What follows belongs to an exercise in optimizing a design on an open flow for small area and a short achievable clock period; a production flow would make more cautious choices. Function was checked by simulation only, so behaviour that the tests miss may differ from the original.

File: flow/flow/run.sh
#!/bin/bash
# The standard layout with two changes:
#  - Yosys maps every adder's carry network to a ripple chain ($lcu in
#    ripple_lcu.v), which the standard synthesis then turns into
#    full-adder cells;
#  - ports are buffered with buf_2 rather than the default delay-buffer cell.
# Everything else (synthesis script, floorplan, power grid, CTS, routing)
# is standard.sh unchanged.  make's full output goes to standard_make.log;
# ORFS keeps each step's log under orfs/logs.
set -euo pipefail
here=$(cd "$(dirname "${BASH_SOURCE[0]}")" && pwd)
export SYNTH_OPERATIONS_ARGS="-extra-map $here/ripple_lcu.v"
export BUFFER_PORTS_ARGS="-buffer_cell sky130_fd_sc_hd__buf_2"
bash standard.sh > standard_make.log 2>&1
File: flow/flow/ripple_lcu.v
// Ripple carry chain for Yosys's $lcu, so that every adder maps to a chain
// of full-adder cells instead of a parallel-prefix network.
(* techmap_celltype = "$lcu" *)
module _80_lcu_ripple (P, G, CI, CO);
  parameter WIDTH = 2;

  (* force_downto *)
  input [WIDTH-1:0] P, G;
  input CI;

  (* force_downto *)
  output [WIDTH-1:0] CO;

  genvar i;
  generate
    for (i = 0; i < WIDTH; i = i + 1) begin : stage
      if (i == 0) begin : first
        assign CO[i] = G[i] | (P[i] & CI);
      end else begin : rest
        assign CO[i] = G[i] | (P[i] & CO[i-1]);
      end
    end
  endgenerate
endmodule
File: flow/standard.sh
#!/bin/bash
# synth_recipe.tcl (not shown) runs the flow's synth.tcl, then flattens the netlist and writes it again
# the make line also repeats each setting of config.mk as NAME=value (left out here)
make -C /OpenROAD-flow-scripts/flow DESIGN_CONFIG=/design/flow/config.mk WORK_HOME=/design/flow/orfs CLKGATE_MAP_FILE= SYNTH_SCRIPT=/design/flow/synth_recipe.tcl "${@:-finish}"
File: flow/config.mk
export PLATFORM = sky130hd
export DESIGN_NAME = mdu_ctrl
export DESIGN_NICKNAME = mdu_ctrl
export VERILOG_FILES = /design/flow/design.v
export SDC_FILE = /design/flow/constraint.sdc
export NUM_CORES = 4
export LEC_CHECK = 0
export CAP_MARGIN = 20
export CORE_MARGIN = 2
export CORE_UTILIZATION = 70
export PLACE_DENSITY = 0.8
export SLEW_MARGIN = 20
File: flow/constraint.sdc
create_clock -name core_clock -period 110.0 [get_ports {clk}]
set_input_delay 22.0000 -clock core_clock [delete_from_list [all_inputs] [get_ports {clk}]]
set_output_delay 22.0000 -clock core_clock [all_outputs]
set_load 0.01 [all_outputs]
File: flow/design.v
module mdu_ctrl #(
  parameter int MULT_CYCLES = 5,
  parameter int DIV_CYCLES  = 10
) (
  input  logic        clk,
  input  logic        reset,
  input  logic        start,
  input  logic [2:0]  md_op,
  input  logic [31:0] rs_val,
  input  logic [31:0] rt_val,
  input  logic        md_use,
  output logic        busy,
  output logic        stall,
  output logic [31:0] hi,
  output logic [31:0] lo
);
  logic [3:0]  cnt;
  logic        is_div, sgn_r, a_neg_r, s_q_r, dcin_r, dz_r, e_r, bprev_r;
  logic [32:0] acc;     
  logic [31:0] breg;    
  logic [32:0] mreg;    
  wire op_mul   = (md_op[2:1] == 2'b00);
  wire op_div   = (md_op[2:1] == 2'b01);
  wire op_sgn   = ~md_op[0];
  wire go_mul   = start & ~busy & op_mul;
  wire go_div   = start & ~busy & op_div;
  wire fin_mul  = busy & ~is_div & (cnt == 4'd5);
  wire fin_div  = busy &  is_div & (cnt == 4'd10);
  wire a_neg_in = op_sgn & rs_val[31];
  wire d_neg_in = op_sgn & rt_val[31];
  wire s_q_in   = a_neg_in ^ d_neg_in;
  wire [2:0]  n_top = rs_val[31:29] ^ {3{a_neg_in}};
  wire [32:0] m_eff = busy ? mreg : {op_sgn & rt_val[31], rt_val ^ {32{op_div & ~s_q_in}}};
  wire [31:0] bsrc  = busy ? breg : rs_val;
  wire [34:0] mx1 = {m_eff[32], m_eff[32], m_eff};
  wire [34:0] mx2 = {m_eff[32], m_eff, 1'b0};
  wire [2:0]  dg [3];
  wire [34:0] ma [3];
  wire [34:0] ms [3];
  assign dg[0] = {bsrc[1], bsrc[0], busy & bprev_r};
  assign dg[1] = fin_mul ? {sgn_r & bsrc[1], sgn_r & bsrc[1], bsrc[1]} : {bsrc[3], bsrc[2], bsrc[1]};
  assign dg[2] = {bsrc[5], bsrc[4], bsrc[3]};
  assign ma[0] = {acc[32], acc[32], acc};
  assign ma[1] = {{2{ms[0][34]}}, ms[0][34:2]};
  assign ma[2] = {{2{ms[1][34]}}, ms[1][34:2]};
  for (genvar r = 0; r < 3; r++) begin : mrow
    wire onex = dg[r][1] ^ dg[r][0];
    wire twox = (dg[r][2] & ~dg[r][1] & ~dg[r][0]) | (~dg[r][2] & dg[r][1] & dg[r][0]);
    wire [34:0] pp = ((mx1 & {35{onex}}) | (mx2 & {35{twox}})) ^ {35{dg[r][2]}};
    wire [35:0] sum = {ma[r], 1'b1} + {pp, dg[r][2]};
    assign ms[r] = sum[35:1];
  end
  wire [31:0] dr [4];       
  wire        de [4];       
  wire        qb [3];
  assign dr[0] = acc[31:0];
  assign de[0] = e_r;
  for (genvar r = 0; r < 3; r++) begin : drow
    wire [31:0] da = {dr[r][30:0], breg[31-r]};
    wire [33:0] sum = {1'b0, da, 1'b1} + {1'b0, mreg[31:0], dcin_r};
    wire [31:0] ds  = sum[32:1];
    wire        co  = sum[33];
    wire ok = a_neg_r ? ~(dr[r][31] & co) : (dr[r][31] | co);
    assign dr[r+1] = ok ? ds : da;
    assign de[r+1] = (de[r] & ~breg[31-r]) | (~ok & ~(|ds));
    assign qb[r]   = ok ^ s_q_r;
  end
  wire [3:0] dm     = d_neg_in ? (4'd0 - rt_val[3:0]) : rt_val[3:0];
  wire       dsmall = (d_neg_in ? (&rt_val[31:4]) : ~(|rt_val[31:4])) & (|rt_val[3:0]);
  wire [4:0] nr0 = {4'd0, n_top[2]};
  wire       nq2 = dsmall & (nr0 >= {1'b0, dm});
  wire [4:0] nr1 = {(nq2 ? nr0[3:0] - dm : nr0[3:0]), n_top[1]};
  wire       nq1 = dsmall & (nr1 >= {1'b0, dm});
  wire [4:0] nr2 = {(nq1 ? nr1[3:0] - dm : nr1[3:0]), n_top[0]};
  wire       nq0 = dsmall & (nr2 >= {1'b0, dm});
  wire [3:0] nr  = nq0 ? nr2[3:0] - dm : nr2[3:0];
  wire       ne  = dsmall & (nr == dm - 4'd1);
  wire [31:0] lo_pre = {breg[29:0], qb[0], qb[1]};
  wire        inc    = s_q_r ^ (a_neg_r & de[2]);
  wire [31:0] lo_div = lo_pre + {31'd0, inc};
  wire [31:0] hi_div = dr[2] & ~{32{a_neg_r & de[2]}};
  always_ff @(posedge clk) begin
    if (reset) begin
      busy   <= 1'b0;
      cnt    <= 4'd0;
      is_div <= 1'b0;
      acc    <= 33'd0;
      hi     <= 32'd0;
      lo     <= 32'd0;
    end else begin
      if (go_mul | go_div) begin
        busy   <= 1'b1;
        cnt    <= 4'd1;
        is_div <= op_div;
      end else if (fin_mul | fin_div) begin
        busy   <= 1'b0;
      end else if (busy) begin
        cnt    <= cnt + 4'd1;
      end
      if (go_mul || (busy && !is_div && !fin_mul))
        acc <= ms[2][34:2];
      else if (go_div)
        acc <= {1'b0, {28{a_neg_in}}, nr ^ {4{a_neg_in}}};
      else if (busy && is_div && !fin_div)
        acc <= {1'b0, dr[3]};
      else
        acc <= 33'd0;
      if (fin_mul) begin
        hi <= ms[1][31:0];
        lo <= {ms[0][1:0], breg[31:2]};
      end else if (fin_div) begin
        if (!dz_r) begin
          hi <= hi_div;
          lo <= lo_div;
        end
      end else if (start && !busy && md_op == 3'b100) begin
        hi <= rs_val;
      end else if (start && !busy && md_op == 3'b101) begin
        lo <= rs_val;
      end
    end
  end
  always_ff @(posedge clk) begin
    if (!busy) begin
      mreg    <= m_eff;
      sgn_r   <= op_sgn;
      a_neg_r <= a_neg_in;
      s_q_r   <= s_q_in;
      dcin_r  <= ~s_q_in;
      dz_r    <= (rt_val == 32'd0);
      e_r     <= ne;
    end else begin
      e_r     <= de[3];
    end
    if (is_div & busy)
      breg <= {breg[28:0], qb[0], qb[1], qb[2]};
    else if (busy)
      breg <= {ms[2][1:0], ms[1][1:0], ms[0][1:0], breg[31:6]};
    else if (op_div)
      breg <= {rs_val[28:0], nq2 ^ s_q_in, nq1 ^ s_q_in, nq0 ^ s_q_in};
    else
      breg <= {ms[2][1:0], ms[1][1:0], ms[0][1:0], rs_val[31:6]};
    bprev_r <= bsrc[5];
  end
  assign stall = md_use & (start | busy);
endmodule
==> results of run 1 <==
[tightest hold or removal path, cell delays in order, from the launching register on]
cell and delay [ns]:
dfxtp_1 0.32, nand2_1 0.05, a21oi_1 0.05
[flip-flops by register name, indices dropped and copies added, names as in the netlist, 4 cells and up]
name / count
breg: 32
lo: 32
mreg: 33
cnt: 4
hi: 32
acc: 33
[worst max path at each step]
stage | end | depth (start not counted)
after floorplan | stall | 1
after global placement | stall | 3
after detailed placement | stall | 3
after CTS | stall | 3
after global routing | acc[25] | 110
final | stall | 3
[per-stage QoR]
stage	utilization	cells	setup slack, ns	instance area [sq um]
after floorplan	-	1960	65.82	17650
after global placement	0.7422	2323	65.61	18530
after detailed placement	0.7422	2323	65.61	18530
after CTS	0.7675	2355	65.61	19160
after global routing	0.7675	2355	65.27	19160
final	0.7675	2355	65.61	19160
[cell type report]
| cell class | instances | area [sq um] |
|---|---|---|
| multi-input cells | 1463 | 12620 |
| fillers | 1821 | 5804 |
| flip-flops and latches | 175 | 3889 |
| repair buffers | 164 | 893.4 |
| inverters | 191 | 716.9 |
| clock buffers | 18 | 450.4 |
| well taps | 330 | 412.9 |
| clock inverters | 14 | 180.2 |
[routing by layer]
layer	vias to the layer above	wire length, microns	GRT usage	part of all wire
li1	6888	-	-	-
met1	7684	20480	0.5448	0.37
met2	1086	26350	0.7057	0.47
met3	213	6391	0.09091	0.11
met4	2	2865	0.2136	0.051
met5	-	13	0	0.00023
[logic make-up after synthesis]
kind of cell             synth area share
multiplexers                      0.07159
buffers and inverters             0.07187
AND/OR/NAND/NOR                    0.1388
XOR/XNOR                          0.07846
flip-flops                         0.2200
AO/OA/AOI/OAI                      0.1553
adder cells (fa/ha/maj)            0.2639
[synthesized netlist by cell type, types with 20 or more instances]
cell / instances
edfxtp_1: 38
nand4_1: 20
a21oi_1: 141
nand2_1: 177
mux2i_1: 52
a221oi_1: 28
o22ai_1: 96
mux2_2: 39
inv_1: 190
dfxtp_1: 137
fa_1: 201
o21ai_0: 48
nor4_1: 26
mux2_1: 23
a2111oi_0: 27
clkbuf_1: 89
and3_1: 25
ha_1: 50
a311oi_1: 32
nor2_1: 173
xnor2_1: 119
xor2_1: 36
==> summary.txt, run 1 <==
Clock network
  • Clock sinks: ~180
  • Hold buffer count at CTS: 0
  • Clock latency (worst-skew pair): about 0.46 ns
  • CTS clk-pin slew, worst paths: roughly 0.090 ns
  • Post-CTS Setup Inserts: 0
  • Clock buffer depth: 2
  • CTS H-tree lvls: 4
  • CTS tree: yes
  • CTS buffer count: 17
  • CTS root buffer: clkbuf_16
  • Post-CTS sizing: 0

Timing
  • TNS Setup: 0 ns
  • Worst Skew: ~0.020 ns
  • Final Hold Viols: 0
  • Fmax: approximately 23 MHz
  • Max-slew headroom: 0.2377
  • WHS: around 0.46 ns
  • Setup violations, final: 0
  • RSZ-0062 raised after global routing: false
  • Max-slew violations: 0
  • Worst Tran Pin Value: around 1.1 ns
  • Period utilization: 0.4035
  • Final worst path period need: approximately 44 ns

Worst setup path
  • Startpoint Class: primary input
  • Worst R2R Setup Slack: between 60 and 70 ns
  • CP required: between 80 and 90 ns
  • Critical Path Max Stage Delay: roughly 0.15 ns
  • RR Startpoint: breg[31]
  • Critical-path cell list: buf_2, o21a_1, buf_2
  • Worst setup startpoint: start
  • CP max-delay cell: o21a_1
  • CP Data Arrival Time: between 20 and 25 ns
  • Most common cell on crit path: buf_2
  • Setup crit end kind: primary output
  • WS Path Type: in2out
  • Top Family by Delay on Critical Path: buffers and inverters
  • Crit path max fanout: 2
  • Worst R2R Path Depth: between 100 and 150
  • R2r endpoint: acc[25]
  • Buf/Inv on CP: 2

Detailed routing
  • Post-Route WL: 56100 microns
  • Drc violations: 0
  • Via count: roughly 16000
  • Wire length per cell: approximately 24 microns
  • Post-DRT Antenna Nets: 0
  • Initial DRC Count: 1959
  • Via density: roughly 6.7
  • Pre-antenna DRT Iters: 6

Cells and area
  • Area growth syn-to-layout: 8.533%
  • Share of layout cells above drive strength 1: 0.1442
  • NumNets Final: 2334
  • Commonest non-fill, non-tap cell in the layout: fa_1
  • Commonest non-fill, non-tap cells in the layout: fa_1 (201), inv_1 (190), nand2_1 (177)
  • ANT cells: 0

Synthesis
  • Post-Syn Area: roughly 18000 sq um
  • Netlist cell types: 74
  • Yosys warnings: 1
  • Yosys top cell by area: fa_1
  • Mapped Cells: slightly below 2000
  • Synth area leaders: fa_1 (23%), dfxtp_1 (16%), edfxtp_1 (6.5%)
  • Number of flops mapped to enable cells by yosys: 38
  • Synth Net Count: 2282
  • Post-synth top area share: 0.2279
  • Post-synth ARST share: 0
  • Yosys reg bits: 175
  • Register area share after synthesis: 0.2200
  • Mean Syn Cell Area: roughly 9 sq um
  • Primary flip-flop cell chosen by synthesis mapping: dfxtp_1

Global routing
  • Vias in the first global route: 15650
  • Initial antenna violation count: 1
  • Largest net degree at the start of global routing: between 80 and 90
  • GRT Util Overall: 0.4309
  • Global route overflow: 0
  • First-pass GRT wire length: roughly 87000 microns

Floorplanning
  • Initial Util: 0.7071
  • Die Wd: about 160 microns
  • Row cnt: 58
  • DIE AREA: approximately 27000 sq um
  • Core footprint: 24960 sq um
  • # IOs: 137
  • Die height: 162.8 microns

Place
  • GP Congestion: slightly below 1
  • I/O Buffers: approximately 140
  • Hpwl dp: around 41000 microns

Min path
  • Hold Crit Class: reg2reg
  • HP Start: hi[31]
  • Hold Path End: hi[31]
  • Worst Hold Depth: 2

Flow run
  • MaxCap Viol Count: 0

Run status
  • Status: complete, no violations
==> run 2: changes to the inputs <==
--- a/flow/design.v
+++ b/flow/design.v
@@ -65,16 +65,18 @@
     assign de[r+1] = (de[r] & ~breg[31-r]) | (~ok & ~(|ds));
     assign qb[r]   = ok ^ s_q_r;
   end
-  wire [3:0] dm     = d_neg_in ? (4'd0 - rt_val[3:0]) : rt_val[3:0];
-  wire       dsmall = (d_neg_in ? (&rt_val[31:4]) : ~(|rt_val[31:4])) & (|rt_val[3:0]);
-  wire [4:0] nr0 = {4'd0, n_top[2]};
-  wire       nq2 = dsmall & (nr0 >= {1'b0, dm});
-  wire [4:0] nr1 = {(nq2 ? nr0[3:0] - dm : nr0[3:0]), n_top[1]};
-  wire       nq1 = dsmall & (nr1 >= {1'b0, dm});
-  wire [4:0] nr2 = {(nq1 ? nr1[3:0] - dm : nr1[3:0]), n_top[0]};
-  wire       nq0 = dsmall & (nr2 >= {1'b0, dm});
-  wire [3:0] nr  = nq0 ? nr2[3:0] - dm : nr2[3:0];
-  wire       ne  = dsmall & (nr == dm - 4'd1);
+  wire [2:0] dm     = d_neg_in ? (3'd0 - rt_val[2:0]) : rt_val[2:0];
+  wire       dsmall = (d_neg_in ? (&rt_val[31:3]) : ~(|rt_val[31:3])) & (|rt_val[2:0]);
+  wire [2:0] dms    = dsmall ? dm : 3'd1;
+  wire [2:0] nt     = n_top;
+  wire [2:0] nqs    = nt / dms;
+  wire [2:0] nrs    = nt % dms;
+  wire [2:0] nqv    = dsmall ? nqs : 3'd0;
+  wire       nq2    = nqv[2];
+  wire       nq1    = nqv[1];
+  wire       nq0    = nqv[0];
+  wire [3:0] nr     = {1'b0, dsmall ? nrs : nt};
+  wire       ne     = dsmall & (nrs == dm - 3'd1);
   wire [31:0] lo_pre = {breg[29:0], qb[0], qb[1]};
   wire        inc    = s_q_r ^ (a_neg_r & de[2]);
   wire [31:0] lo_div = lo_pre + {31'd0, inc};
==> run 2 against run 1 <==
  * First-iteration DRC count up 12%
  * Highest routed layer unchanged
  * Via count down 0.60%
  * Global-route usage up 0.85 points
  * Cell count decreased by 1.2%
==> summary.txt, run 2 <==
Global routing
  • Global route overflow: 0 (unchanged)
  • Vias in the first global route: 15330 (was 15650)
  • Largest net degree at the start of global routing: 104 (was 83)
  • First-pass GRT wire length: 87130 microns (was 86810 microns)
  • GRT Util Overall: 0.4395 (was 0.4309)
  • Initial antenna violation count: 3 (was 1)

Timing
  • Worst setup margin: 65.61 ns (about the same)
  • Final Hold Viols: 0 (unchanged)
  • Worst Skew: 0.01713 ns (was 0.01967 ns)
  • Max-slew headroom: 0.2446 (was 0.2377)
  • Worst Tran Pin Value: 1.130 ns (was 1.112 ns)
  • RSZ-0062 raised after global routing: false (unchanged)
  • Period utilization: 0.4035 (about the same)
  • Final worst path period need: 44.39 ns (about the same)
  • Setup violations, final: 0 (unchanged)
  • Fmax: 22.53 MHz (about the same)
  • TNS Setup: 0 ns (unchanged)
  • Max-slew violations: 0 (unchanged)

Place
  • Hpwl dp: 40470 microns (was 41490 microns)
  • GP Congestion: 0.9373 (was 0.9662)
  • Pre-CTS setup slack: 65.61 ns (about the same)
  • Placed cell count: 2290 (was 2323)
  • I/O Buffers: 136 (unchanged)

Clock network
  • CTS tree: yes (unchanged)
  • CTS H-tree lvls: 4 (unchanged)
  • CTS clk-pin slew, worst paths: 0.09 ns (about the same)
  • Clock sinks: 175 (unchanged)
  • Clock latency (worst-skew pair): 0.45 ns (was 0.46 ns)
  • Clock buffer depth: 2 (unchanged)
  • CTS buffer count: 17 (unchanged)
  • CTS root buffer: clkbuf_16 (unchanged)
  • Post-CTS Setup Inserts: 0 (unchanged)
  • Hold buffer count at CTS: 0 (unchanged)
  • Post-CTS sizing: 0 (unchanged)

Detailed routing
  • Initial DRC Count: 2186 (was 1959)
  • Wire length per cell: 23.93 microns (was 23.82 microns)
  • Drc violations: 0 (unchanged)
  • Post-DRT Antenna Nets: 0 (unchanged)
  • Via density: 6.783 (was 6.740)
  • Via count: 15780 (was 15870)
  • Pre-antenna DRT Iters: 6 (unchanged)
  • Post-Route WL: 55650 microns (was 56100 microns)

Synthesis
  • Post-synth top area share: 0.2298 (was 0.2279)
  • Number of flops mapped to enable cells by yosys: 38 (unchanged)
  • Register area share after synthesis: 0.2252 (was 0.2200)
  • Mapped Cells: 1935 (was 1960)
  • Top-count cell post-synth: fa_1 (unchanged)
  • Post-synth ARST share: 0 (unchanged)
  • Post-Syn Area: 17250 sq um (was 17650 sq um)
  • Yosys warnings: 1 (unchanged)
  • Primary flip-flop cell chosen by synthesis mapping: dfxtp_1 (unchanged)
  • Yosys reg bits: 175 (unchanged)
  • Netlist cell types: 66 (was 74)
  • Synth area leaders: fa_1 (23%), dfxtp_1 (16%), edfxtp_1 (6.6%) (was fa_1 (23%), dfxtp_1 (16%), edfxtp_1 (6.5%))
  • Commonest cells post-synth: fa_1 (198), nor2_1 (190), inv_1 (186), nand2_1 (167), dfxtp_1 (137) (was fa_1 (201), inv_1 (190), nand2_1 (177), nor2_1 (173), a21oi_1 (141))
  • Synth Net Count: 2247 (was 2282)
  • Mean Syn Cell Area: 8.912 sq um (was 9.007 sq um)
  • Yosys top cell by area: fa_1 (unchanged)

Cells and area
  • NumNets Final: 2297 (was 2334)
  • Non-filler instance count after layout: 2326 (was 2355)
  • Share of layout cells above drive strength 1: 0.1431 (was 0.1442)
  • Area growth syn-to-layout: 8.946% (was 8.533%)
  • Commonest non-fill, non-tap cells in the layout: fa_1 (198), nor2_1 (189), inv_1 (185) (was fa_1 (201), inv_1 (190), nand2_1 (177))
  • # fillers: 1744 (was 1821)
  • Commonest non-fill, non-tap cell in the layout: fa_1 (unchanged)
  • Final Util: 0.7748 (was 0.7675)
  • Regs by FF count: acc x33, mreg x33 (unchanged)

Floorplanning
  • # IOs: 137 (unchanged)
  • Initial Util: 0.7112 (was 0.7071)
  • Die height: 161.0 microns (was 162.8 microns)
  • DIE AREA: 25910 sq um (was 26510 sq um)
  • Core footprint: 24250 sq um (was 24960 sq um)
  • Row cnt: 57 (was 58)
  • Die Wd: 161.0 microns (was 162.8 microns)

Worst setup path
  • Setup crit end kind: primary output (unchanged)
  • CP required: 88.00 ns (about the same)
  • Critical-path cell list: buf_2, o21a_1, buf_2 (unchanged)
  • WS Path Type: in2out (unchanged)
  • Most common cell on crit path: buf_2 (unchanged)
  • Critical Path Max Stage Delay: 0.15 ns (about the same)
  • Crit path max fanout: 3 (was 2)
  • Startpoint Class: primary input (unchanged)
  • CP max-delay cell: o21a_1 (unchanged)
  • CP Data Arrival Time: 22.39 ns (about the same)

Min path
  • Hold Crit Class: reg2reg (unchanged)

Flow run
  • MaxCap Viol Count: 0 (unchanged)

Run status
  • Status: complete, no violations (unchanged)
## run 2: logic make-up after synthesis
kind of cell,count (synthesis),share of synthesized area
xor gates and xnor gates,151,0.07669
DFF,175,0.2252
muxes,115,0.07175
buffers and inverters,318,0.07241
AOI/OAI and AO/OA,417,0.1578
and+or+nand+nor,518,0.1351
adders and majority gates,241,0.2610
## run 2: routing by layer
| metal | track usage | wire [microns] | vias up |
|---|---|---|---|
| met5 | 0 | 13 | - |
| met4 | 0.2447 | 3457 | 2 |
| met3 | 0.08936 | 6223 | 278 |
| met2 | 0.7002 | 25630 | 1088 |
| met1 | 0.5650 | 20330 | 7590 |
| li1 | - | - | 6819 |
## run 2: final timing paths
check / start / to / slack, ns / cells after the start
worst max-delay path: start / stall / 65.61 / 3
worst min register to register: lo[7] / lo[7] / 0.49 / 2
worst max register to register: breg[31] / acc[2] / 66.93 / 111
worst min-delay path: lo[7] / lo[7] / 0.49 / 2
## run 2: critical path, delay by kind of cell
family,cells,cell delay (ns)
buffers and inverters,2,0.24
AO/OA/AOI/OAI,1,0.15
## run 2: layout make-up
type                       count  area (sq um)  area share
multi-input combinational   1442         12260      0.6527
sequential                   175          3889      0.2070
timing repair buffer         163         889.6     0.04735
inverter                     186         698.2     0.03716
clock buffer                  18         450.4     0.02397
tap                          324         405.4     0.02158
clock inverter                14         182.7    0.009723
antenna                        4         10.01   0.0005328
## run 2: metrics by stage
step                      hold WS (ns)  instance area [sq um]
after global placement          0.4605                  18140
after detailed placement        0.4696                  18140
final                           0.4859                  18790
after floorplan                 0.5116                  17250
after global routing            0.5174                  18780
after CTS                       0.4905                  18770
==> run 3: changes to the inputs <==
--- a/flow/design.v
+++ b/flow/design.v
@@ -123,8 +123,8 @@
     end
   end
   always_ff @(posedge clk) begin
+    mreg <= m_eff;
     if (!busy) begin
-      mreg    <= m_eff;
       sgn_r   <= op_sgn;
       a_neg_r <= a_neg_in;
       s_q_r   <= s_q_in;
==> flow/flow/run.sh (replaced) <==
#!/bin/bash
# The standard layout with three changes:
#  - Yosys maps every adder's carry network to a ripple chain ($lcu in
#    ripple_lcu.v), which the standard synthesis then turns into
#    full-adder cells;
#  - synth skips its quick generic ABC pass (-noabc), so the full adders are
#    extracted from the adders as written rather than from ABC's
#    restructured logic (which leaves inverters around every adder cell);
#    the final technology mapping with ABC is unchanged;
#  - ports are buffered with buf_2 rather than the default delay-buffer cell.
# Everything else (synthesis script, floorplan, power grid, CTS, routing)
# is standard.sh unchanged.  make's full output goes to standard_make.log;
# ORFS keeps each step's log under orfs/logs.
set -euo pipefail
here=$(cd "$(dirname "${BASH_SOURCE[0]}")" && pwd)
export SYNTH_OPERATIONS_ARGS="-extra-map $here/ripple_lcu.v -noabc"
export BUFFER_PORTS_ARGS="-buffer_cell sky130_fd_sc_hd__buf_2"
bash standard.sh > standard_make.log 2>&1
==> run 3 against run 2 <==
  * First-iteration DRC count down 31%
  * Highest routed layer is now met4
  * Global-route usage rose by 0.18 points
  * Non-clock buffer count shrank 1
==> summary.txt, run 3 <==
Place
  • I/O Buffers: 136 (unchanged)
  • Hpwl dp: 38940 microns (was 40470 microns)
  • GP Congestion: 1.000 (was 0.9373)
  • Post-DP Area: 17410 sq um (was 18140 sq um)

Floorplanning
  • Row cnt: 56 (was 57)
  • Initial Util: 0.7107 (was 0.7112)
  • Core footprint: 23330 sq um (was 24250 sq um)
  • Die height: 157.9 microns (was 161.0 microns)
  • Die Wd: 157.9 microns (was 161.0 microns)
  • # IOs: 137 (unchanged)
  • DIE AREA: 24940 sq um (was 25910 sq um)

Detailed routing
  • Pre-antenna DRT Iters: 6 (unchanged)
  • Via density: 6.909 (was 6.783)
  • Post-DRT Antenna Nets: 0 (unchanged)
  • Initial DRC Count: 1498 (was 2186)
  • Drc violations: 0 (unchanged)
  • Via count: 15010 (was 15780)
  • Post-Route WL: 53410 microns (was 55650 microns)
  • Wire length per cell: 24.58 microns (was 23.93 microns)

Synthesis
  • Register area share after synthesis: 0.2143 (was 0.2252)
  • Synth area leaders: fa_1 (24%), dfxtp_1 (21%), mux2_2 (5.4%) (was fa_1 (23%), dfxtp_1 (16%), edfxtp_1 (6.6%))
  • Synth Net Count: 2110 (was 2247)
  • Post-Syn Area: 16580 sq um (was 17250 sq um)
  • Post-synth top area share: 0.2426 (was 0.2298)
  • Primary flip-flop cell chosen by synthesis mapping: dfxtp_1 (unchanged)
  • Commonest cells post-synth: nor2_1 (219), fa_1 (201), dfxtp_1 (170), a21oi_1 (135), o22ai_1 (98) (was fa_1 (198), nor2_1 (190), inv_1 (186), nand2_1 (167), dfxtp_1 (137))
  • Yosys top cell by area: fa_1 (unchanged)
  • Mean Syn Cell Area: 9.244 sq um (was 8.912 sq um)
  • Post-synth ARST share: 0 (unchanged)
  • Yosys reg bits: 175 (unchanged)
  • Mapped Cells: 1794 (was 1935)
  • Netlist cell types: 60 (was 66)
  • Yosys warnings: 1 (unchanged)
  • Number of flops mapped to enable cells by yosys: 5 (was 38)
  • Top-count cell post-synth: nor2_1 (was fa_1)

Clock network
  • CTS clk-pin slew, worst paths: 0.07 ns (was 0.09 ns)
  • Clock sinks: 175 (unchanged)
  • Hold buffer count at CTS: 0 (unchanged)
  • Post-CTS sizing: 0 (unchanged)
  • CTS root buffer: clkbuf_16 (unchanged)
  • Clock latency (worst-skew pair): 0.45 ns (about the same)
  • Post-CTS Setup Inserts: 0 (unchanged)
  • CTS H-tree lvls: 4 (unchanged)
  • CTS tree: yes (unchanged)
  • CTS buffer count: 17 (unchanged)
  • Clock buffer depth: 2 (unchanged)

Worst setup path
  • Worst R2R Setup Slack: 66.73 ns (was 66.93 ns)
  • CP Data Arrival Time: 22.40 ns (was 22.39 ns)
  • Startpoint Class: primary input (unchanged)
  • Crit path max fanout: 3 (unchanged)
  • Critical Path Max Stage Delay: 0.16 ns (was 0.15 ns)
  • Most common cell on crit path: buf_2 (unchanged)
  • CP max-delay cell: o21a_1 (unchanged)
  • CP required: 88.00 ns (about the same)
  • Critical-path cell list: buf_2, o21a_1, buf_2 (unchanged)
  • WS Path Type: in2out (unchanged)
  • Setup crit end kind: primary output (unchanged)

Cells and area
  • Area growth syn-to-layout: 8.503% (was 8.946%)
  • Commonest non-fill, non-tap cell in the layout: nor2_1 (was fa_1)
  • ANT cells: 0 (was 4)
  • Regs by FF count: acc x33, mreg x33 (unchanged)
  • NumNets Final: 2157 (was 2297)
  • Finished Cell Area: 17990 sq um (was 18790 sq um)
  • Commonest non-fill, non-tap cells in the layout: nor2_1 (217), fa_1 (201), dfxtp_1 (168) (was fa_1 (198), nor2_1 (189), inv_1 (185))
  • Share of layout cells above drive strength 1: 0.1618 (was 0.1431)

Global routing
  • GR Util met1: 0.5473 (was 0.5650)
  • Initial antenna violation count: 0 (was 3)
  • First-pass GRT wire length: 82790 microns (was 87130 microns)
  • GR peak layer: met2 (unchanged)
  • Met2 GRT Util: 0.7054 (was 0.7002)
  • Met3 Usage GRT: 0.1251 (was 0.08936)
  • GRT Util Overall: 0.4413 (was 0.4395)
  • Largest net degree at the start of global routing: 86 (was 104)
  • Global route overflow: 0 (unchanged)
  • Vias in the first global route: 14820 (was 15330)

Flow run
  • MaxCap Viol Count: 0 (unchanged)

Timing
  • Fmax: 22.52 MHz (was 22.53 MHz)
  • Setup violations, final: 0 (unchanged)
  • RSZ-0062 raised after global routing: false (unchanged)
  • TNS Setup: 0 ns (unchanged)
  • Period utilization: 0.4037 (was 0.4035)
  • Final Hold Viols: 0 (unchanged)
  • Max-slew violations: 0 (unchanged)
  • Worst Skew: 0.01904 ns (was 0.01713 ns)
  • WHS: 0.4858 ns (was 0.4859 ns)
  • Worst Tran Pin Value: 1.144 ns (was 1.130 ns)
  • Final worst path period need: 44.40 ns (was 44.39 ns)
  • Max-slew headroom: 0.2349 (was 0.2446)

Min path
  • Hold Crit Class: reg2reg (unchanged)

Run status
  • Status: complete, no violations (unchanged)
==> run 3: cell count changes after synthesis, moves of 30 or more <==
cell      change
edfxtp_1     -33
nand2_1      -73
o21ai_0      -41
inv_1       -130
dfxtp_1      +33
nor4_1       +37
xnor2_1      -31
xor2_1       +30
==> run 3: cells by family after synthesis <==
logic type / after synthesis / synth area share
mux: 138 / 0.09061
simple gates: 508 / 0.1416
buf+inv: 192 / 0.04685
flops: 175 / 0.2143
compound gates: 385 / 0.1510
xor+xnor: 150 / 0.07922
fa+ha+maj: 246 / 0.2764
==> run 3: final timing paths <==
path,start,endpoint,cells past startpoint
setup / recovery,start,stall,3
hold / removal,lo[13],lo[13],2
setup reg to reg,dcin_r,acc[17],106
hold reg to reg,lo[13],lo[13],2
==> run 3: worst max-delay path: cells and delay by family <==
family                 cells  cell delay, ns
buffers and inverters      2            0.24
AOI/OAI and AO/OA          1            0.16
==> run 3: stage by stage <==
step             util  setup WS [ns]  std cells
6_report       0.7712          65.60       2173
5_1_grt        0.7712          65.58       2173
4_1_cts        0.7712          65.60       2173
3_5_place_dp   0.7461          65.60       2141
3_3_place_gp   0.7461          65.61       2141
2_1_floorplan       -          65.82       1794
==> run 3: final cells by class <==
class	instances	area, sq um
multi-input combinational	1427	12360
fill	1745	5339
sequential	175	3558
timing repair buffer	162	878.3
clock buffer	18	439.2
tap	319	399.1
inverter	58	217.7
clock inverter	14	145.1
==> run 3: per-layer routing <==
metal | part of all wire | vias to the layer above
met5 | 0 | -
met4 | 0.052 | 0
met3 | 0.12 | 244
met2 | 0.47 | 1021
met1 | 0.36 | 7283
li1 | - | 6466
==> run 4: changes to the inputs <==
--- a/flow/config.mk
+++ b/flow/config.mk
@@ -8,5 +8,8 @@
 export CAP_MARGIN = 20
 export CORE_MARGIN = 2
 export CORE_UTILIZATION = 70
+export CTS_BUF_LIST = sky130_fd_sc_hd__clkbuf_16
+export CTS_CLUSTER_DIAMETER = 100
+export CTS_CLUSTER_SIZE = 40
 export PLACE_DENSITY = 0.8
 export SLEW_MARGIN = 20
==> run 4 against run 3 <==
  * Still clean
  * Setup slack better by 0.0034 ns
  * Die area unchanged
  * Register-to-register slack better by 0.02 ns
  * Sequential share of layout area about the same
  * Area after synthesis is the same
  * Cell count unchanged
  * Critical path type unchanged
  * Largest cell class unchanged
  * Highest routed layer unchanged
==> summary.txt, run 4 <==
Worst setup path
  • Setup crit end kind: primary output (unchanged)
  • Critical Path Max Stage Delay: 0.16 ns (about the same)
  • CP Data Arrival Time: 22.40 ns (about the same)
  • Buf/Inv on CP: 2 (unchanged)
  • Startpoint Class: primary input (unchanged)
  • CP max-delay cell: o21a_1 (unchanged)
  • Critical-path cell list: buf_2, o21a_1, buf_2 (unchanged)
  • CP required: 88.00 ns (about the same)
  • Crit path max fanout: 3 (unchanged)
  • Most common cell on crit path: buf_2 (unchanged)
  • Top Family by Delay on Critical Path: buffers and inverters (unchanged)
  • WS Path Type: in2out (unchanged)

Synthesis
  • Commonest cells post-synth: nor2_1 (219), fa_1 (201), dfxtp_1 (170), a21oi_1 (135), o22ai_1 (98) (unchanged)
  • Compound-Gate Fraction of Synth Area: 0.1510 (unchanged)
  • Yosys reg bits: 175 (unchanged)
  • Top-count cell post-synth: nor2_1 (unchanged)
  • Yosys warnings: 1 (unchanged)
  • Synth Net Count: 2110 (unchanged)
  • Register area share after synthesis: 0.2143 (unchanged)
  • Post-synth ARST share: 0 (unchanged)
  • Adder-Cell Fraction of Synth Area: 0.2764 (unchanged)
  • Largest family of logic cells by synthesized area: adder cells (unchanged)
  • XOR/XNOR Fraction of Synth Area: 0.07922 (unchanged)
  • Mapped Cells: 1794 (unchanged)
  • Mean Syn Cell Area: 9.244 sq um (unchanged)
  • Primary flip-flop cell chosen by synthesis mapping: dfxtp_1 (unchanged)
  • Post-synthesis mux area share: 0.09061 (unchanged)
  • Post-Syn Area: 16580 sq um (unchanged)
  • Yosys top cell by area: fa_1 (unchanged)
  • Netlist cell types: 60 (unchanged)
  • Number of flops mapped to enable cells by yosys: 5 (unchanged)
  • Simple-gate share of the synthesized area: 0.1416 (unchanged)
  • Synth area leaders: fa_1 (24%), dfxtp_1 (21%), mux2_2 (5.4%) (unchanged)
  • Post-synth top area share: 0.2426 (unchanged)

Clock network
  • CTS buffer count: 17 (unchanged)
  • Clock buffer depth: 2 (unchanged)
  • Post-CTS Setup Inserts: 0 (unchanged)
  • CTS H-tree lvls: 4 (unchanged)
  • Post-CTS sizing: 0 (unchanged)
  • Clock sinks: 175 (unchanged)
  • CTS clk-pin slew, worst paths: 0.07 ns (about the same)
  • CTS root buffer: clkbuf_16 (unchanged)
  • Hold buffer count at CTS: 0 (unchanged)
  • Clock latency (worst-skew pair): 0.46 ns (was 0.45 ns)
  • CTS tree: yes (unchanged)

Place
  • Post-DP Area: 17410 sq um (unchanged)
  • GP Congestion: 1.000 (unchanged)
  • I/O Buffers: 136 (unchanged)
  • Hpwl dp: 38940 microns (unchanged)

Detailed routing
  • Post-DRT Antenna Nets: 0 (unchanged)
  • Via count: 15080 (was 15010)
  • Post-Route WL: 53510 microns (was 53410 microns)
  • Via density: 6.940 (was 6.909)
  • Drc violations: 0 (unchanged)
  • Wire length per cell: 24.63 microns (was 24.58 microns)
  • Pre-antenna DRT Iters: 6 (unchanged)
  • Initial DRC Count: 1596 (was 1498)

Cells and area
  • Finished Cell Area: 17980 sq um (was 17990 sq um)
  • NumNets Final: 2157 (unchanged)
  • Commonest non-fill, non-tap cells in the layout: nor2_1 (217), fa_1 (201), dfxtp_1 (168) (unchanged)
  • ANT cells: 0 (unchanged)
  • Area growth syn-to-layout: 8.443% (was 8.503%)
  • Share of layout cells above drive strength 1: 0.1613 (was 0.1618)
  • Commonest non-fill, non-tap cell in the layout: nor2_1 (unchanged)
  • # fillers: 1747 (was 1745)
  • Regs by FF count: acc x33, mreg x33 (unchanged)

Floorplanning
  • Die height: 157.9 microns (unchanged)
  • Row cnt: 56 (unchanged)
  • Core footprint: 23330 sq um (unchanged)
  • DIE AREA: 24940 sq um (unchanged)
  • Initial Util: 0.7107 (unchanged)
  • # IOs: 137 (unchanged)
  • Die Wd: 157.9 microns (unchanged)

Flow run
  • MaxCap Viol Count: 0 (unchanged)

Run status
  • Status: complete, no violations (unchanged)

Timing
  • Period utilization: 0.4036 (was 0.4037)
  • Fmax: 22.52 MHz (about the same)
  • Final worst path period need: 44.40 ns (about the same)
  • TNS Setup: 0 ns (unchanged)
  • Setup violations, final: 0 (unchanged)
  • Worst Tran Pin Value: 1.219 ns (was 1.144 ns)
  • Final Hold Viols: 0 (unchanged)
  • Max-slew headroom: 0.1846 (was 0.2349)
  • Max-slew violations: 0 (unchanged)
  • Worst Skew: 0.01224 ns (was 0.01904 ns)
  • RSZ-0062 raised after global routing: false (unchanged)

Global routing
  • First-pass GRT wire length: 82830 microns (was 82790 microns)
  • GRT Util Overall: 0.4422 (was 0.4413)
  • Vias in the first global route: 14840 (was 14820)
  • Global route overflow: 0 (unchanged)
  • Largest net degree at the start of global routing: 86 (unchanged)
  • Initial antenna violation count: 0 (unchanged)

Min path
  • Hold Crit Class: reg2reg (unchanged)
## run 4: cell types whose count changed in the layout (fill, tap and decap cells not counted), sizes merged
cell	before	now
clkinv	6	7
clkbuf	18	17
## run 4: final timing paths
| check | cells after the start | slack (ns) | startpoint | endpoint |
|---|---|---|---|---|
| max | 3 | 65.60 | start | stall |
| min | 2 | 0.49 | lo[13] | lo[13] |
| max reg2reg | 106 | 66.75 | dcin_r | acc[17] |
| min reg2reg | 2 | 0.49 | lo[13] | lo[13] |
## run 4: area by class of cell
type | count | area (sq um) | area share
Clock buffer | 17 | 425.4 | 0.02366
Multi-Input combinational cell | 1427 | 12360 | 0.6871
Clock inverter | 15 | 148.9 | 0.008279
Sequential cell | 175 | 3558 | 0.1979
Timing Repair Buffer | 162 | 878.3 | 0.04884
Inverter | 58 | 217.7 | 0.01211
Tap cell | 319 | 399.1 | 0.02219
## run 4: layer usage
layer / track usage / wire, microns / vias up
met5: 0 / 0 / -
met4: 0.2286 / 2749 / 0
met3: 0.1322 / 6705 / 240
met2: 0.7048 / 24960 / 1031
met1: 0.5455 / 19100 / 7346
li1: - / - / 6463
## run 4: worst register-to-register path: cells and delay by family (launching register included)
| kind | cells | cell delay, ns |
|---|---|---|
| compound gates | 3 | 1.32 |
| fa+ha+maj | 94 | 37.97 |
| buf+inv | 1 | 0.43 |
| flops | 1 | 0.51 |
| mux | 4 | 1.99 |
| simple gates | 4 | 0.88 |
## run 4: cells by family (layout without fill, tap and decap cells)
group	Yosys count	after routing
adder cells (fa/ha/maj)	246	246
multiplexers	138	138
buffers and inverters	192	252
AO/OA/AOI/OAI	385	385
flip-flops	175	175
XOR/XNOR	150	150
AND/OR/NAND/NOR	508	508
## run 4: per-stage QoR
step / worst slack [ns] / std cells / util / hold slack [ns]
2_1_floorplan: 65.82 / 1794 / - / 0.4999
3_3_place_gp: 65.61 / 2141 / 0.7461 / 0.4623
3_5_place_dp: 65.60 / 2141 / 0.7461 / 0.4701
4_1_cts: 65.60 / 2173 / 0.7708 / 0.4913
5_1_grt: 65.58 / 2173 / 0.7708 / 0.5119
6_report: 65.60 / 2173 / 0.7708 / 0.4858
==> run 5: changes to the inputs <==
--- a/flow/flow/run.sh
+++ b/flow/flow/run.sh
@@ -7,12 +7,12 @@
 #    extracted from the adders as written rather than from ABC's
 #    restructured logic (which leaves inverters around every adder cell);
 #    the final technology mapping with ABC is unchanged;
-#  - ports are buffered with buf_2 rather than the default delay-buffer cell.
+#  - ports are buffered with buf_1 rather than the default delay-buffer cell.
 # Everything else (synthesis script, floorplan, power grid, CTS, routing)
 # is standard.sh unchanged.  make's full output goes to standard_make.log;
 # ORFS keeps each step's log under orfs/logs.
 set -euo pipefail
 here=$(cd "$(dirname "${BASH_SOURCE[0]}")" && pwd)
 export SYNTH_OPERATIONS_ARGS="-extra-map $here/ripple_lcu.v -noabc"
-export BUFFER_PORTS_ARGS="-buffer_cell sky130_fd_sc_hd__buf_2"
+export BUFFER_PORTS_ARGS="-buffer_cell sky130_fd_sc_hd__buf_1"
 bash standard.sh > standard_make.log 2>&1
--- a/flow/config.mk
+++ b/flow/config.mk
@@ -8,8 +8,5 @@
 export CAP_MARGIN = 20
 export CORE_MARGIN = 2
 export CORE_UTILIZATION = 70
-export CTS_BUF_LIST = sky130_fd_sc_hd__clkbuf_16
-export CTS_CLUSTER_DIAMETER = 100
-export CTS_CLUSTER_SIZE = 40
 export PLACE_DENSITY = 0.8
 export SLEW_MARGIN = 20
==> run 5 against run 4 <==
  * Register-to-register slack lost 0.23 ns
  * Routed wire length fell by 0.19%
  * Cell count is the same
  * Utilization fell by 0.67 points
  * Sequential share of layout area increased by 0.17 points
  * Area after synthesis unchanged
  * Design area fell by 0.86%
  * Sequential cell count unchanged
  * Maximum frequency about the same
  * Largest cell class unchanged
==> summary.txt, run 5 <==
Global routing
  • GRT Util Overall: 0.4386 (was 0.4422)
  • Global route overflow: 0 (unchanged)
  • Initial antenna violation count: 1 (was 0)
  • Vias in the first global route: 14770 (was 14840)
  • First-pass GRT wire length: 82390 microns (was 82830 microns)
  • Largest net degree at the start of global routing: 77 (was 86)

Worst setup path
  • CP required: 88.00 ns (about the same)
  • RR Startpoint: dcin_r (unchanged)
  • R2r endpoint: acc[1] (was acc[17])
  • Top Family by Delay on Critical Path: buffers and inverters (unchanged)
  • Critical-path cell list: buf_1, o21a_1, buf_1 (was buf_2, o21a_1, buf_2)
  • Critical Path Max Stage Delay: 0.14 ns (was 0.16 ns)
  • CP max-delay cell: buf_1 (was o21a_1)
  • Crit path max fanout: 3 (unchanged)
  • Startpoint Class: primary input (unchanged)
  • Worst R2R Setup Slack: 66.52 ns (was 66.75 ns)
  • Worst R2R Path Depth: 106 (unchanged)
  • WS Path Type: in2out (unchanged)
  • Buf/Inv on CP: 2 (unchanged)
  • Setup crit end kind: primary output (unchanged)
  • CP Data Arrival Time: 22.39 ns (was 22.40 ns)
  • Most common cell on crit path: buf_1 (was buf_2)

Synthesis
  • Top-count cell post-synth: nor2_1 (unchanged)
  • Register area share after synthesis: 0.2143 (unchanged)
  • Post-synth top area share: 0.2426 (unchanged)
  • Synth area leaders: fa_1 (24%), dfxtp_1 (21%), mux2_2 (5.4%) (unchanged)
  • Synth Net Count: 2110 (unchanged)
  • Commonest cells post-synth: nor2_1 (219), fa_1 (201), dfxtp_1 (170), a21oi_1 (135), o22ai_1 (98) (unchanged)
  • Number of flops mapped to enable cells by yosys: 5 (unchanged)
  • Yosys warnings: 1 (unchanged)
  • Netlist cell types: 60 (unchanged)
  • Mapped Cells: 1794 (unchanged)
  • Yosys reg bits: 175 (unchanged)
  • Mean Syn Cell Area: 9.244 sq um (unchanged)
  • Post-Syn Area: 16580 sq um (unchanged)
  • Yosys top cell by area: fa_1 (unchanged)
  • Primary flip-flop cell chosen by synthesis mapping: dfxtp_1 (unchanged)
  • Post-synth ARST share: 0 (unchanged)

Clock network
  • CTS H-tree lvls: 4 (unchanged)
  • Clock buffer depth: 2 (unchanged)
  • Post-CTS sizing: 0 (unchanged)
  • Clock sinks: 175 (unchanged)
  • Hold buffer count at CTS: 0 (unchanged)
  • Post-CTS Setup Inserts: 0 (unchanged)
  • CTS tree: yes (unchanged)
  • Clock latency (worst-skew pair): 0.45 ns (was 0.46 ns)
  • CTS buffer count: 17 (unchanged)
  • CTS root buffer: clkbuf_16 (unchanged)
  • CTS clk-pin slew, worst paths: 0.07 ns (about the same)

Floorplanning
  • Core footprint: 23330 sq um (unchanged)
  • Row cnt: 56 (unchanged)
  • Initial Util: 0.7107 (unchanged)
  • # IOs: 137 (unchanged)
  • Die Wd: 157.9 microns (unchanged)
  • Die height: 157.9 microns (unchanged)
  • DIE AREA: 24940 sq um (unchanged)

Flow run
  • MaxCap Viol Count: 0 (unchanged)

Timing
  • Max-slew violations: 0 (unchanged)
  • Final worst path period need: 44.39 ns (was 44.40 ns)
  • Final Hold Viols: 0 (unchanged)
  • Setup violations, final: 0 (unchanged)
  • Worst setup margin: 65.61 ns (was 65.60 ns)
  • RSZ-0062 raised after global routing: false (unchanged)
  • Fmax: 22.53 MHz (was 22.52 MHz)
  • Worst Tran Pin Value: 1.190 ns (was 1.219 ns)
  • TNS Setup: 0 ns (unchanged)
  • Max-slew headroom: 0.2039 (was 0.1846)
  • Worst Skew: 0.01302 ns (was 0.01224 ns)
  • Period utilization: 0.4036 (about the same)

Cells and area
  • Share of layout cells above drive strength 1: 0.08904 (was 0.1613)
  • Final Util: 0.7641 (was 0.7708)
  • Non-filler instance count after layout: 2173 (unchanged)
  • Commonest non-fill, non-tap cell in the layout: nor2_1 (unchanged)
  • # fillers: 1742 (was 1747)
  • Regs by FF count: acc x33, mreg x33 (unchanged)
  • NumNets Final: 2156 (was 2157)
  • Storage cell area: 3558 sq um (unchanged)
  • Area growth syn-to-layout: 7.507% (was 8.443%)
  • Commonest non-fill, non-tap cells in the layout: nor2_1 (217), fa_1 (201), dfxtp_1 (168) (unchanged)
  • Area of the multi-input gates: 12350 sq um (was 12360 sq um)

Place
  • Placed cell count: 2140 (was 2141)
  • Pre-CTS setup slack: 65.62 ns (was 65.60 ns)
  • Hpwl dp: 38580 microns (was 38940 microns)
  • GP Congestion: 0.9775 (was 1.000)
  • I/O Buffers: 136 (unchanged)

Min path
  • Worst Hold Depth: 2 (unchanged)
  • Hold Crit Class: reg2reg (unchanged)
  • HP Start: lo[11] (was lo[13])
  • Hold Path End: lo[11] (was lo[13])

Detailed routing
  • Drc violations: 0 (unchanged)
  • Post-DRT Antenna Nets: 0 (unchanged)
  • Post-Route WL: 53410 microns (was 53510 microns)
  • Via density: 6.901 (was 6.940)
  • Pre-antenna DRT Iters: 7 (was 6)
  • Wire length per cell: 24.58 microns (was 24.63 microns)
  • Via count: 15000 (was 15080)
  • Initial DRC Count: 1597 (was 1596)

Run status
  • Status: complete, no violations (unchanged)
## run 5: cells by family after synthesis
kind of cell             after synthesis  synth area share
AO/OA/AOI/OAI                        385            0.1510
XOR/XNOR                             150           0.07922
adder cells (fa/ha/maj)              246            0.2764
buffers and inverters                192           0.04685
flip-flops                           175            0.2143
multiplexers                         138           0.09061
AND/OR/NAND/NOR                      508            0.1416
## run 5: stage by stage
step | hold slack (ns) | instance area [sq um]
2_1_floorplan | 0.4999 | 16580
3_3_place_gp | 0.4643 | 17230
3_5_place_dp | 0.4761 | 17230
4_1_cts | 0.4957 | 17830
5_1_grt | 0.5222 | 17830
6_report | 0.4910 | 17830
## run 5: layout make-up
type | instances | share of cell area
antenna | 1 | 0.0001404
clock buffer | 17 | 0.02386
clock inverter | 15 | 0.009755
inverter | 58 | 0.01221
multi-input combinational | 1427 | 0.6927
sequential | 175 | 0.1996
tap | 319 | 0.02239
timing repair buffer | 161 | 0.03937
## run 5: worst max-delay path by stage
stage | from | to | slack (ns) | cells past startpoint
4_1_cts | start | stall | 65.61 | 3
5_1_grt | dcin_r | acc[1] | 65.50 | 106
3_3_place_gp | start | stall | 65.63 | 3
2_1_floorplan | start | stall | 65.82 | 1
3_5_place_dp | start | stall | 65.62 | 3
6_report | start | stall | 65.61 | 3
## run 5: per-layer routing
metal | vias to the layer above | track usage | share of wire | routed length, microns
met2 | 1022 | 0.7023 | 0.46 | 24620
met4 | 2 | 0.2221 | 0.057 | 3046
met1 | 7208 | 0.5498 | 0.37 | 19500
li1 | 6472 | - | - | -
met5 | - | 0.01449 | 0.00095 | 51
met3 | 291 | 0.1142 | 0.12 | 6196
## run 5: worst min-delay path, cell delays in order, from the launching register on
cell and delay (ns):
dfxtp_1 0.33, a21oi_1 0.06, nor2_1 0.07
==> run 6: changes to the inputs <==
==> flow/flow/run.sh (replaced) <==
#!/bin/bash
# The standard layout with four changes:
#  - Yosys maps every adder's carry network to a ripple chain ($lcu in
#    ripple_lcu.v), which the standard synthesis then turns into
#    full-adder cells;
#  - synth skips its quick generic ABC pass (-noabc), so the full adders are
#    extracted from the adders as written rather than from ABC's
#    restructured logic (which leaves inverters around every adder cell);
#  - after synthesis, the plain logic between the full adders and the
#    flip-flops is mapped again with Yosys's default ABC script, which finds
#    a smaller netlist than ORFS's speed script (remap.ys; flip-flops, full
#    and half adders and tie cells are kept as they are, names included);
#  - ports are buffered with buf_1 rather than the default delay-buffer cell.
# Everything else (floorplan, power grid, placement, CTS, routing) is
# standard.sh unchanged.  Each tool's full output goes to its own log here:
# synth_make.log, remap.log, layout_make.log; ORFS keeps each step's log
# under orfs/logs.
set -euo pipefail
here=$(cd "$(dirname "${BASH_SOURCE[0]}")" && pwd)
work=$(pwd)
res="$work/orfs/results/${FLOW_PLATFORM}/mdu_ctrl/base"
lib="$FLOW_HOME/platforms/${FLOW_PLATFORM}/lib/sky130_fd_sc_hd__tt_025C_1v80.lib"
export SYNTH_OPERATIONS_ARGS="-extra-map $here/ripple_lcu.v -noabc"
export BUFFER_PORTS_ARGS="-buffer_cell sky130_fd_sc_hd__buf_1"

# 1. standard synthesis (with the two settings above) up to the netlist
bash standard.sh "$res/1_2_yosys.v" > synth_make.log 2>&1

# 2. re-map the plain logic
cp "$res/1_2_yosys.v" "$work/1_2_yosys_orfs.v"
dont_use=""
for c in probe_p_8 probec_p_8 lpflow_bleeder_1 \
         lpflow_clkbufkapwr_1 lpflow_clkbufkapwr_16 lpflow_clkbufkapwr_2 \
         lpflow_clkbufkapwr_4 lpflow_clkbufkapwr_8 lpflow_clkinvkapwr_1 \
         lpflow_clkinvkapwr_16 lpflow_clkinvkapwr_2 lpflow_clkinvkapwr_4 \
         lpflow_clkinvkapwr_8 lpflow_decapkapwr_12 lpflow_decapkapwr_3 \
         lpflow_decapkapwr_4 lpflow_decapkapwr_6 lpflow_decapkapwr_8 \
         lpflow_inputiso0n_1 lpflow_inputiso0p_1 lpflow_inputiso1n_1 \
         lpflow_inputiso1p_1 lpflow_inputisolatch_1 lpflow_isobufsrc_1 \
         lpflow_isobufsrc_16 lpflow_isobufsrc_2 lpflow_isobufsrc_4 \
         lpflow_isobufsrc_8 lpflow_isobufsrckapwr_16 \
         lpflow_lsbuf_lh_hl_isowell_tap_1 lpflow_lsbuf_lh_hl_isowell_tap_2 \
         lpflow_lsbuf_lh_hl_isowell_tap_4 lpflow_lsbuf_lh_isowell_4 \
         lpflow_lsbuf_lh_isowell_tap_1 lpflow_lsbuf_lh_isowell_tap_2 \
         lpflow_lsbuf_lh_isowell_tap_4; do
  dont_use="$dont_use -dont_use sky130_fd_sc_hd__$c"
done
cat > "$work/remap.ys" <<EOF
read_liberty -ignore_miss_func $lib
read_verilog $work/1_2_yosys_orfs.v
hierarchy -check -top ${FLOW_TOP}
setattr -mod -set keep_hierarchy 1 sky130_fd_sc_hd__fa_* sky130_fd_sc_hd__ha_* sky130_fd_sc_hd__df* sky130_fd_sc_hd__edf* sky130_fd_sc_hd__sdf* sky130_fd_sc_hd__conb_*
flatten
opt -purge
abc -liberty $lib $dont_use
opt_clean -purge
hilomap -singleton -hicell sky130_fd_sc_hd__conb_1 HI -locell sky130_fd_sc_hd__conb_1 LO
insbuf -buf sky130_fd_sc_hd__buf_4 A X
splitnets
rename -hide w:*.*
opt_clean -purge
select ${FLOW_TOP}
stat -liberty $lib
write_verilog -noattr -noexpr -nohex -nodec -selected $res/1_2_yosys.v
EOF
"$FLOW_HOME/../tools/install/yosys/bin/yosys" -s "$work/remap.ys" > remap.log 2>&1

# 3. the rest of the standard layout from that netlist
bash standard.sh > layout_make.log 2>&1
==> run 6 against run 5 <==
  * Critical path depth did not move
  * Clock skew increased by 0.0094 ns
  * Non-clock buffer count decreased by 1
  * Global-route usage increased by 3.1 points
  * Still clean on timing, DRC and antenna
  * Die area shrank 4.0%
  * Via count decreased by 1.0%
  * Cell count shrank 4.0%
  * Largest cell class unchanged
  * Worst hold slack better by 0.0064 ns
  * Design area fell by 3.5%
==> summary.txt, run 6 <==
Detailed routing
  • Via density: 7.112 (was 6.901)
  • Post-DRT Antenna Nets: 0 (unchanged)
  • Initial DRC Count: 2271 (was 1597)
  • Via count: 14840 (was 15000)
  • Drc violations: 0 (unchanged)
  • Post-Route WL: 55040 microns (was 53410 microns)
  • Pre-antenna DRT Iters: 8 (was 7)
  • Wire length per cell: 26.37 microns (was 24.58 microns)

Worst setup path
  • Setup crit end kind: primary output (unchanged)
  • Crit path max fanout: 7 (was 3)
  • Buf/Inv on CP: 2 (unchanged)
  • WS Path Type: in2out (unchanged)
  • CP required: 88.00 ns (about the same)
  • Critical Path Max Stage Delay: 0.28 ns (was 0.14 ns)
  • Most common cell on crit path: buf_1 (unchanged)
  • CP max-delay cell: buf_1 (unchanged)
  • Top Family by Delay on Critical Path: buffers and inverters (unchanged)
  • CP Data Arrival Time: 22.58 ns (was 22.39 ns)
  • Critical-path cell list: buf_1, o21a_1, buf_1 (unchanged)
  • Startpoint Class: primary input (unchanged)

Timing
  • Final worst path period need: 44.58 ns (was 44.39 ns)
  • Worst setup margin: 65.42 ns (was 65.61 ns)
  • Max-slew headroom: 0.2348 (was 0.2039)
  • Max-slew violations: 0 (unchanged)
  • RSZ-0062 raised after global routing: false (unchanged)
  • Period utilization: 0.4052 (was 0.4036)
  • Fmax: 22.43 MHz (was 22.53 MHz)
  • Worst Skew: 0.02240 ns (was 0.01302 ns)
  • Final Hold Viols: 0 (unchanged)
  • Setup violations, final: 0 (unchanged)
  • Worst Tran Pin Value: 1.145 ns (was 1.190 ns)
  • TNS Setup: 0 ns (unchanged)

Clock network
  • CTS clk-pin slew, worst paths: 0.08 ns (was 0.07 ns)
  • CTS tree: yes (unchanged)
  • Clock latency (worst-skew pair): 0.46 ns (was 0.45 ns)
  • CTS root buffer: clkbuf_16 (unchanged)
  • Clock buffer depth: 2 (unchanged)
  • Hold buffer count at CTS: 0 (unchanged)
  • CTS H-tree lvls: 4 (unchanged)
  • Clock sinks: 175 (unchanged)
  • Post-CTS Setup Inserts: 0 (unchanged)
  • Post-CTS sizing: 0 (unchanged)
  • CTS buffer count: 17 (unchanged)

Synthesis
  • Synth Net Count: 1990 (was 2110)
  • Post-Syn Area: 15900 sq um (was 16580 sq um)
  • Mapped Cells: 1674 (was 1794)
  • Yosys warnings: 1 (unchanged)
  • Mean Syn Cell Area: 9.500 sq um (was 9.244 sq um)

Floorplanning
  • Row cnt: 55 (was 56)
  • Die height: 154.7 microns (was 157.9 microns)
  • Die Wd: 154.7 microns (was 157.9 microns)
  • Core footprint: 22500 sq um (was 23330 sq um)
  • DIE AREA: 23940 sq um (was 24940 sq um)
  • # IOs: 137 (unchanged)
  • Initial Util: 0.7067 (was 0.7107)

Cells and area
  • Commonest non-fill, non-tap cell in the layout: fa_1 (was nor2_1)
  • Area growth syn-to-layout: 8.151% (was 7.507%)
  • Share of layout cells above drive strength 1: 0.04218 (was 0.08904)
  • # fillers: 1715 (was 1742)
  • Storage cell area: 3557 sq um (was 3558 sq um)
  • ANT cells: 0 (was 1)
  • Commonest non-fill, non-tap cells in the layout: fa_1 (201), o22ai_1 (179), dfxtp_1 (169) (was nor2_1 (217), fa_1 (201), dfxtp_1 (168))
  • NumNets Final: 2105 (was 2156)
  • Area of the multi-input gates: 11660 sq um (was 12350 sq um)
  • Non-filler instance count after layout: 2087 (was 2173)
  • Regs by FF count: acc x33, mreg x33 (unchanged)

Run status
  • Status: complete, no violations (unchanged)

Place
  • I/O Buffers: 136 (unchanged)
  • Hpwl dp: 40330 microns (was 38580 microns)
  • GP Congestion: 0.9703 (was 0.9775)
  • Placed cell count: 2054 (was 2140)
  • Pre-CTS setup slack: 65.44 ns (was 65.62 ns)

Min path
  • Hold Crit Class: reg2reg (unchanged)

Global routing
  • Initial antenna violation count: 1 (unchanged)
  • GRT Util Overall: 0.4699 (was 0.4386)
  • First-pass GRT wire length: 85170 microns (was 82390 microns)
  • Vias in the first global route: 14250 (was 14770)
  • Largest net degree at the start of global routing: 73 (was 77)
  • Global route overflow: 0 (unchanged)

Flow run
  • MaxCap Viol Count: 0 (unchanged)
run 6: worst min-delay path, delay by kind of cell, from the launching register on:
family           cells  cell delay, ns
flip-flops           1            0.33
AND/OR/NAND/NOR      1            0.08
AO/OA/AOI/OAI        1            0.06
run 6: cell type report:
class / count / share of cell area
Multi-Input combinational cell: 1349 / 0.6779
Sequential cell: 175 / 0.2068
Inverter: 86 / 0.01877
Tap cell: 285 / 0.02073
Timing Repair Buffer: 160 / 0.04139
Clock buffer: 17 / 0.02473
Clock inverter: 15 / 0.009676
run 6: per-layer routing:
layer / track usage / vias up / share of wire
met5: 0 / - / 0.00024
met4: 0.2041 / 2 / 0.055
met3: 0.1387 / 224 / 0.14
met2: 0.7126 / 1219 / 0.44
met1: 0.6310 / 7022 / 0.37
li1: - / 6375 / -
run 6: through the flow:
step	util	hold WS [ns]	instance area, sq um
6_report	0.7643	0.4974	17200
5_1_grt	0.7643	0.5252	17200
4_1_cts	0.7627	0.5032	17160
3_5_place_dp	0.7364	0.4852	16570
3_3_place_gp	0.7364	0.4729	16570
2_1_floorplan	-	0.4565	15900
run 6: worst paths after layout:
| kind | cells past startpoint | startpoint | end | slack (ns) |
|---|---|---|---|---|
| worst min-delay path | 2 | lo[31] | lo[31] | 0.50 |
| worst min register to register | 2 | lo[31] | lo[31] | 0.50 |
| worst max register to register | 106 | dcin_r | acc[29] | 67.53 |
| worst max-delay path | 3 | start | stall | 65.42 |

-- afterwards: timing with drivers on the ports --
Ports are ideal in the flow. The routed layouts listed here were re-timed in OpenROAD. Step 1 (the two cells are an assumption about what drives the block):
set clk [get_ports {clk}]
set_driving_cell -lib_cell sky130_fd_sc_hd__clkbuf_16 $clk
set_driving_cell -lib_cell sky130_fd_sc_hd__buf_2 [delete_from_list [all_inputs] $clk]
Step 2 adds t to the input delays and takes it off the output delays; t is the mean of the earliest and latest rising clock arrival at the registers after step 1. Input paths then give back, and output paths get back, about the clock's delay inside the block. Three values: ideal, step 1, step 2; two values: the first two.
run | t, ns | slack for setup (ns) | worst setup path at the end | worst slew at a driven data input, ns | pins driven straight from the clock port
run 1 | 0.499 | 65.615 / 65.592 / 65.592 | input to output | 0.05 | 1
run 2 | 0.499 | 65.611 / 65.592 / 65.592 | input to output | 0.04 | 1
run 3 | 0.494 | 65.598 / 65.580 / 65.580 | input to output | 0.03 | 1
run 4 | 0.504 | 65.601 / 65.583 / 65.583 | input to output | 0.03 | 1
run 5 | 0.491 | 65.605 / 65.581 / 65.581 | input to output | 0.04 | 1
run 6 | 0.502 | 65.425 / 65.402 / 65.402 | input to output | 0.03 | 1
After both steps every run listed still meets setup and hold. For run 5, which loses most, drivers alone change the setup slack by -0.024 ns; drivers and shift together by -0.024 ns.
